Context: an optimization exercise on an open-source flow, tuned for small area, a short achievable clock period and few clock cycles per item. The choices shown serve that exercise and are no tape-out recipe. Where RTL was checked, it was by simulation tests only, not by an equivalence proof against the original.

==> trial 68: inputs <==
==> flow/design.v <==
package ascon_pkg;
  localparam int unsigned STATE_W = 320;
  localparam int unsigned WORD_W  = 64;
  localparam int unsigned IDX_W   = 4;
  localparam int unsigned N_RC    = 12;
  function automatic logic [7:0] rc_tab(input logic [IDX_W-1:0] idx);
    case (idx)
      4'd0:    rc_tab = 8'hf0;
      4'd1:    rc_tab = 8'he1;
      4'd2:    rc_tab = 8'hd2;
      4'd3:    rc_tab = 8'hc3;
      4'd4:    rc_tab = 8'hb4;
      4'd5:    rc_tab = 8'ha5;
      4'd6:    rc_tab = 8'h96;
      4'd7:    rc_tab = 8'h87;
      4'd8:    rc_tab = 8'h78;
      4'd9:    rc_tab = 8'h69;
      4'd10:   rc_tab = 8'h5a;
      4'd11:   rc_tab = 8'h4b;
      default: rc_tab = 8'h00;
    endcase
  endfunction
endpackage
module ascon_inv_lin
(
  input  logic [319:0] i_state,
  output logic [319:0] o_state
);
  logic [63:0] w0_0, w0_1, w0_2, w0_3, w0_4;
  logic [63:0] w1_0, w1_1, w1_2, w1_3, w1_4, w1_5;
  logic [63:0] w2_0, w2_1, w2_2, w2_3, w2_4, w2_5;
  logic [63:0] w3_0, w3_1, w3_2, w3_3, w3_4, w3_5;
  logic [63:0] w4_0, w4_1, w4_2, w4_3, w4_4, w4_5;
  assign w0_0 = i_state[319:256];
  assign w0_1 = w0_0 ^ {w0_0[7:0], w0_0[63:8]} ^ {w0_0[39:0], w0_0[63:40]};
  assign w0_2 = w0_1 ^ {w0_1[7:0], w0_1[63:8]} ^ {w0_1[45:0], w0_1[63:46]};
  assign w0_3 = w0_2 ^ {w0_2[8:0], w0_2[63:9]} ^ {w0_2[44:0], w0_2[63:45]};
  assign w0_4 = w0_3 ^ {w0_3[11:0], w0_3[63:12]} ^ {w0_3[47:0], w0_3[63:48]};
  assign o_state[319:256] = {w0_4[50:0], w0_4[63:51]};
  assign w1_0 = i_state[255:192];
  assign w1_1 = w1_0 ^ {w1_0[2:0], w1_0[63:3]} ^ {w1_0[41:0], w1_0[63:42]};
  assign w1_2 = w1_1 ^ {w1_1[3:0], w1_1[63:4]} ^ {w1_1[7:0], w1_1[63:8]};
  assign w1_3 = w1_2 ^ {w1_2[3:0], w1_2[63:4]} ^ {w1_2[31:0], w1_2[63:32]};
  assign w1_4 = w1_3 ^ {w1_3[5:0], w1_3[63:6]} ^ {w1_3[19:0], w1_3[63:20]};
  assign w1_5 = w1_4 ^ {w1_4[11:0], w1_4[63:12]} ^ {w1_4[47:0], w1_4[63:48]};
  assign o_state[255:192] = {w1_5[18:0], w1_5[63:19]};
  assign w2_0 = i_state[191:128];
  assign w2_1 = w2_0 ^ {w2_0[0:0], w2_0[63:1]} ^ {w2_0[5:0], w2_0[63:6]};
  assign w2_2 = w2_1 ^ {w2_1[1:0], w2_1[63:2]} ^ {w2_1[11:0], w2_1[63:12]};
  assign w2_3 = w2_2 ^ {w2_2[3:0], w2_2[63:4]} ^ {w2_2[19:0], w2_2[63:20]};
  assign w2_4 = w2_3 ^ {w2_3[3:0], w2_3[63:4]} ^ {w2_3[31:0], w2_3[63:32]};
  assign w2_5 = w2_4 ^ {w2_4[7:0], w2_4[63:8]} ^ {w2_4[35:0], w2_4[63:36]};
  assign o_state[191:128] = {w2_5[3:0], w2_5[63:4]};
  assign w3_0 = i_state[127:64];
  assign w3_1 = w3_0 ^ {w3_0[3:0], w3_0[63:4]} ^ {w3_0[11:0], w3_0[63:12]};
  assign w3_2 = w3_1 ^ {w3_1[6:0], w3_1[63:7]} ^ {w3_1[53:0], w3_1[63:54]};
  assign w3_3 = w3_2 ^ {w3_2[7:0], w3_2[63:8]} ^ {w3_2[19:0], w3_2[63:20]};
  assign w3_4 = w3_3 ^ {w3_3[7:0], w3_3[63:8]} ^ {w3_3[43:0], w3_3[63:44]};
  assign w3_5 = w3_4 ^ {w3_4[13:0], w3_4[63:14]} ^ {w3_4[43:0], w3_4[63:44]};
  assign o_state[127:64] = {w3_5[25:0], w3_5[63:26]};
  assign w4_0 = i_state[63:0];
  assign w4_1 = w4_0 ^ {w4_0[3:0], w4_0[63:4]} ^ {w4_0[11:0], w4_0[63:12]};
  assign w4_2 = w4_1 ^ {w4_1[3:0], w4_1[63:4]} ^ {w4_1[49:0], w4_1[63:50]};
  assign w4_3 = w4_2 ^ {w4_2[3:0], w4_2[63:4]} ^ {w4_2[55:0], w4_2[63:56]};
  assign w4_4 = w4_3 ^ {w4_3[6:0], w4_3[63:7]} ^ {w4_3[40:0], w4_3[63:41]};
  assign w4_5 = w4_4 ^ {w4_4[19:0], w4_4[63:20]} ^ {w4_4[39:0], w4_4[63:40]};
  assign o_state[63:0] = {w4_5[53:0], w4_5[63:54]};
endmodule
module ascon_inv_sbox
(
  input  logic [319:0] i_state,
  input  logic [7:0]   i_rc,
  output logic [319:0] o_state
);
  logic [63:0] l0, l1, l2, l3, l4;
  logic [63:0] y0, y1, y2, y3, y4;
  logic [63:0] z0, z1, z2, z3, z4;
  logic [63:0] u2, u4;
  assign {l0, l1, l2, l3, l4} = i_state;
  assign y2 = ~l2;
  assign y3 = l3 ^ y2;
  assign y0 = l0 ^ l4;
  assign y1 = l1 ^ y0;
  assign y4 = l4;
  assign z0 = y0 ^ (~y1 & (y2 ^ (~y3 & y4)));
  assign z1 = y1 ^ (~y2 & (y3 ^ (~y4 & y0)));
  assign z2 = y2 ^ (~y3 & (y4 ^ (~y0 & y1)));
  assign z3 = y3 ^ (~y4 & (y0 ^ (~y1 & y2)));
  assign z4 = y4 ^ (~y0 & (y1 ^ (~y2 & y3)));
  assign u2 = z2 ^ z1;
  assign u4 = z4 ^ z3;
  assign o_state = {z0 ^ u4, z1, u2 ^ {56'd0, i_rc}, z3, u4};
endmodule
module ascon_inv_round
(
  input  logic [319:0] i_state,
  input  logic [7:0]   i_rc,
  output logic [319:0] o_state
);
  logic [319:0] w_lin;
  ascon_inv_lin  u_lin  (.i_state(i_state), .o_state(w_lin));
  ascon_inv_sbox u_sbox (.i_state(w_lin), .i_rc(i_rc), .o_state(o_state));
endmodule
module ascon_inv_permutation
(
  input  logic         clk,
  input  logic         rst,
  input  logic         in_valid,
  output logic         in_ready,
  input  logic [319:0] in_state,
  input  logic [3:0]   in_rounds,
  output logic         out_valid,
  input  logic         out_ready,
  output logic [319:0] out_state,
  output logic         busy
);
  logic [319:0] r_a, r_b;
  logic [319:0] w_lin, w_sbox;
  logic         r_va, r_da;
  logic [3:0]   r_ra, r_ia;
  logic         r_vb;
  logic [3:0]   r_rb, r_ib;
  logic         r_rb_is1, r_rb_le7, r_rb_le9;
  logic         r_ready, r_ov, r_busy;
  logic         w_is6, w_is8, w_is12;
  logic [3:0]   w_a;
  logic         w_stall, w_acc;
  logic         n_va, n_da, n_vb, n_ready;
  assign w_stall = r_ov & ~out_ready;
  assign w_acc   = in_valid & in_ready;
  assign w_is6  = (in_rounds == 4'd6);
  assign w_is8  = (in_rounds == 4'd8);
  assign w_is12 = ~w_is6 & ~w_is8;
  assign w_a    = w_is6 ? 4'd6 : (w_is8 ? 4'd8 : 4'd12);
  ascon_inv_lin u_lin (
    .i_state (r_a),
    .o_state (w_lin)
  );
  ascon_inv_sbox u_sbox (
    .i_state (r_b),
    .i_rc    (ascon_pkg::rc_tab(r_ib)),
    .o_state (w_sbox)
  );
  always_ff @(posedge clk) begin
    if (!w_stall) begin
      r_b <= w_lin;
      r_a <= r_vb ? w_sbox : in_state;
    end
  end
  assign n_vb = r_va & ~r_da;
  assign n_va = r_vb | w_acc;
  assign n_da = r_vb & r_rb_is1;
  always_comb begin
    if (r_vb)
      n_ready = ~n_vb & ~r_rb_is1 &
                (r_rb_le7 | (in_valid & w_is8 & r_rb_le9) | (in_valid & w_is12));
    else
      n_ready = ~n_vb & (~w_acc | w_is6);
  end
  always_ff @(posedge clk or posedge rst) begin
    if (rst) begin
      r_va     <= 1'b0;
      r_da     <= 1'b0;
      r_ra     <= 4'd0;
      r_ia     <= 4'd0;
      r_vb     <= 1'b0;
      r_rb     <= 4'd0;
      r_ib     <= 4'd0;
      r_rb_is1 <= 1'b0;
      r_rb_le7 <= 1'b0;
      r_rb_le9 <= 1'b0;
      r_ready  <= 1'b0;
      r_ov     <= 1'b0;
      r_busy   <= 1'b0;
    end else if (!w_stall) begin
      r_va     <= n_va;
      r_da     <= n_da;
      r_vb     <= n_vb;
      r_rb     <= r_ra;
      r_ib     <= r_ia;
      r_rb_is1 <= (r_ra == 4'd1);
      r_rb_le7 <= (r_ra <= 4'd7);
      r_rb_le9 <= (r_ra <= 4'd9);
      if (r_vb) begin
        r_ra <= r_rb - 4'd1;
        r_ia <= r_ib - 4'd1;
      end else begin
        r_ra <= w_a;
        r_ia <= 4'd11;
      end
      r_ready  <= n_ready;
      r_ov     <= n_da;
      r_busy   <= n_va | n_vb;
    end
  end
  assign in_ready  = r_ready | (r_ov & ~r_vb & out_ready);
  assign out_valid = r_ov;
  assign busy      = r_busy;
  assign out_state = r_a;
endmodule
==> flow/flow/run.sh <==
#!/bin/bash
# The standard ORFS layout (the standard.sh, all steps, standard synthesis),
# with one change: the buffers that buffer_ports puts on every input and output
# port are buf_1 cells instead of the default delay-buffer cell.
set -euo pipefail
export BUFFER_PORTS_ARGS="-buffer_cell sky130_fd_sc_hd__buf_1"
bash standard.sh finish > standard_flow.log 2>&1
==> flow/standard.sh <==
#!/bin/bash
# synth_recipe.tcl (not shown) runs the flow's synth.tcl, then flattens the netlist and writes it again
# the make line also repeats each setting of config.mk as NAME=value (left out here)
make -C /OpenROAD-flow-scripts/flow DESIGN_CONFIG=/design/flow/config.mk WORK_HOME=/design/flow/orfs CLKGATE_MAP_FILE= SYNTH_SCRIPT=/design/flow/synth_recipe.tcl "${@:-finish}"
==> flow/config.mk <==
export PLATFORM = sky130hd
export DESIGN_NAME = ascon_inv_permutation
export DESIGN_NICKNAME = ascon_inv_permutation
export VERILOG_FILES = /design/flow/design.v
export SDC_FILE = /design/flow/constraint.sdc
export NUM_CORES = 4
export LEC_CHECK = 0
export CAP_MARGIN = 20
export CORE_MARGIN = 2
export CORE_UTILIZATION = 50
export CTS_BUF_LIST = sky130_fd_sc_hd__clkbuf_8
export SETUP_SLACK_MARGIN = 3.5
export SLEW_MARGIN = 20
==> flow/constraint.sdc <==
create_clock -name core_clock -period 7.0 [get_ports {clk}]
set_input_delay 1.4000 -clock core_clock [delete_from_list [all_inputs] [get_ports {clk}]]
set_output_delay 1.4000 -clock core_clock [all_outputs]
set_load 0.01 [all_outputs]
==> trial 11: changes against trial 68 <==
--- a/flow/design.v
+++ b/flow/design.v
@@ -128,5 +128,5 @@
   logic         n_va, n_da, n_vb, n_ready;
   assign w_stall = r_ov & ~out_ready;
-  assign w_acc   = in_valid & in_ready;
+  assign w_acc   = in_valid & r_ready;
   assign w_is6  = (in_rounds == 4'd6);
   assign w_is8  = (in_rounds == 4'd8);
@@ -194,5 +194,5 @@
     end
   end
-  assign in_ready  = r_ready | (r_ov & ~r_vb & out_ready);
+  assign in_ready  = r_ready;
   assign out_valid = r_ov;
   assign busy      = r_busy;
==> flow/run.sh (new file) <==
#!/bin/bash
# synth_recipe.tcl (not shown) runs the flow's synth.tcl, then flattens the netlist and writes it again
# the make line also repeats each setting of config.mk as NAME=value (left out here)
make -C /OpenROAD-flow-scripts/flow DESIGN_CONFIG=/design/flow/config.mk WORK_HOME=/design/flow/orfs CLKGATE_MAP_FILE= SYNTH_SCRIPT=/design/flow/synth_recipe.tcl finish
--- a/flow/config.mk
+++ b/flow/config.mk
@@ -8,6 +8,5 @@
 export CAP_MARGIN = 20
 export CORE_MARGIN = 2
-export CORE_UTILIZATION = 50
-export CTS_BUF_LIST = sky130_fd_sc_hd__clkbuf_8
-export SETUP_SLACK_MARGIN = 3.5
+export CORE_UTILIZATION = 40
+export SETUP_SLACK_MARGIN = 2
 export SLEW_MARGIN = 20
removed: flow/flow/run.sh
removed: flow/standard.sh
==> trial 70: changes against trial 68 <==
--- a/flow/config.mk
+++ b/flow/config.mk
@@ -8,6 +8,6 @@
 export CAP_MARGIN = 20
 export CORE_MARGIN = 2
-export CORE_UTILIZATION = 50
+export CORE_UTILIZATION = 40
 export CTS_BUF_LIST = sky130_fd_sc_hd__clkbuf_8
-export SETUP_SLACK_MARGIN = 3.5
+export SETUP_SLACK_MARGIN = 3.8
 export SLEW_MARGIN = 20
==> build 71: changes against trial 68 <==
--- a/flow/design.v
+++ b/flow/design.v
@@ -128,5 +128,5 @@
   logic         n_va, n_da, n_vb, n_ready;
   assign w_stall = r_ov & ~out_ready;
-  assign w_acc   = in_valid & in_ready;
+  assign w_acc   = in_valid & r_ready;
   assign w_is6  = (in_rounds == 4'd6);
   assign w_is8  = (in_rounds == 4'd8);
@@ -194,5 +194,5 @@
     end
   end
-  assign in_ready  = r_ready | (r_ov & ~r_vb & out_ready);
+  assign in_ready  = r_ready;
   assign out_valid = r_ov;
   assign busy      = r_busy;
==> flow/run.sh (new file) <==
#!/bin/bash
# synth_recipe.tcl (not shown) runs the flow's synth.tcl, then flattens the netlist and writes it again
# the make line also repeats each setting of config.mk as NAME=value (left out here)
make -C /OpenROAD-flow-scripts/flow DESIGN_CONFIG=/design/flow/config.mk WORK_HOME=/design/flow/orfs CLKGATE_MAP_FILE= SYNTH_SCRIPT=/design/flow/synth_recipe.tcl finish
--- a/flow/config.mk
+++ b/flow/config.mk
@@ -8,6 +8,5 @@
 export CAP_MARGIN = 20
 export CORE_MARGIN = 2
-export CORE_UTILIZATION = 50
-export CTS_BUF_LIST = sky130_fd_sc_hd__clkbuf_8
-export SETUP_SLACK_MARGIN = 3.5
+export CORE_UTILIZATION = 40
+export SETUP_SLACK_MARGIN = 4.5
 export SLEW_MARGIN = 20
removed: flow/flow/run.sh
removed: flow/standard.sh
==> notes.md <==
Build 71 ran to the end with no violations. Trial 68 finished clean. Trial 70 finished with timing, DRC and antenna clean. Trial 11 finished clean. Of trial 68 and build 71, build 71 has the higher critical path depth (gap 1). In trial 68 the final area is smaller than in trial 70, by about 8%. Of trial 70 and build 71, build 71 has the higher die area (gap 0.66%, measured against build 71). In trial 68 the area after synthesis is lower than in build 71, by about 0.7%. Register-to-register slack: trial 11 < trial 68 < build 71 < trial 70. First-iteration DRC count: build 71 > trial 68 > trial 70 > trial 11. In flip-flop and latch count, trial 70 and build 71 do not differ. Clock-buffer cell count, highest first: trial 68, trial 70, trial 11, build 71.
Testbench counts of trial 68, summed over its fixed seeds: cycles 10,530, items 960.
Testbench counts of trial 70, summed over its fixed seeds: cycles 10,530, items 960.
Function not checked in trial 11 and build 71: the RTL went through the layout flow alone.

[static timing again, ports no longer ideal]
Ports are ideal in the flow. The routed layouts listed here were re-timed in OpenROAD. Step 1 (the two cells are an assumption about what drives the block):
set clk [get_ports {clk}]
set_driving_cell -lib_cell sky130_fd_sc_hd__clkbuf_16 $clk
set_driving_cell -lib_cell sky130_fd_sc_hd__buf_2 [delete_from_list [all_inputs] $clk]
Step 2 adds t to the input delays and takes it off the output delays; t is the mean of the earliest and latest rising clock arrival at the registers after step 1. Input paths then give back, and output paths get back, about the clock's delay inside the block. Three values: ideal ports, drivers, drivers and shift; two values: the first two.
| run | t (ns) | setup WS [ns] | hold slack, ns | latest minus earliest clock arrival (ns) |
|---|---|---|---|---|
| trial 68 | 0.960 | 3.349 / 3.349 / 3.324 | 0.458 / 0.389 / 0.466 | 0.050 / 0.049 |
| trial 11 | 0.832 | 2.972 / 2.972 / 2.562 | 0.481 / 0.481 / 0.481 | 0.049 / 0.050 |
| trial 70 | 0.998 | 3.707 / 3.707 / 3.096 | 0.473 / 0.473 / 0.473 | 0.069 / 0.069 |
| build 71 | 0.819 | 3.671 / 3.671 / 3.671 | 0.487 / 0.487 / 0.487 | 0.055 / 0.054 |
After both steps every run listed still meets setup and hold. The setup slack of trial 70, which loses most, moves by 0.000 ns with the drivers and by -0.611 ns with both steps.
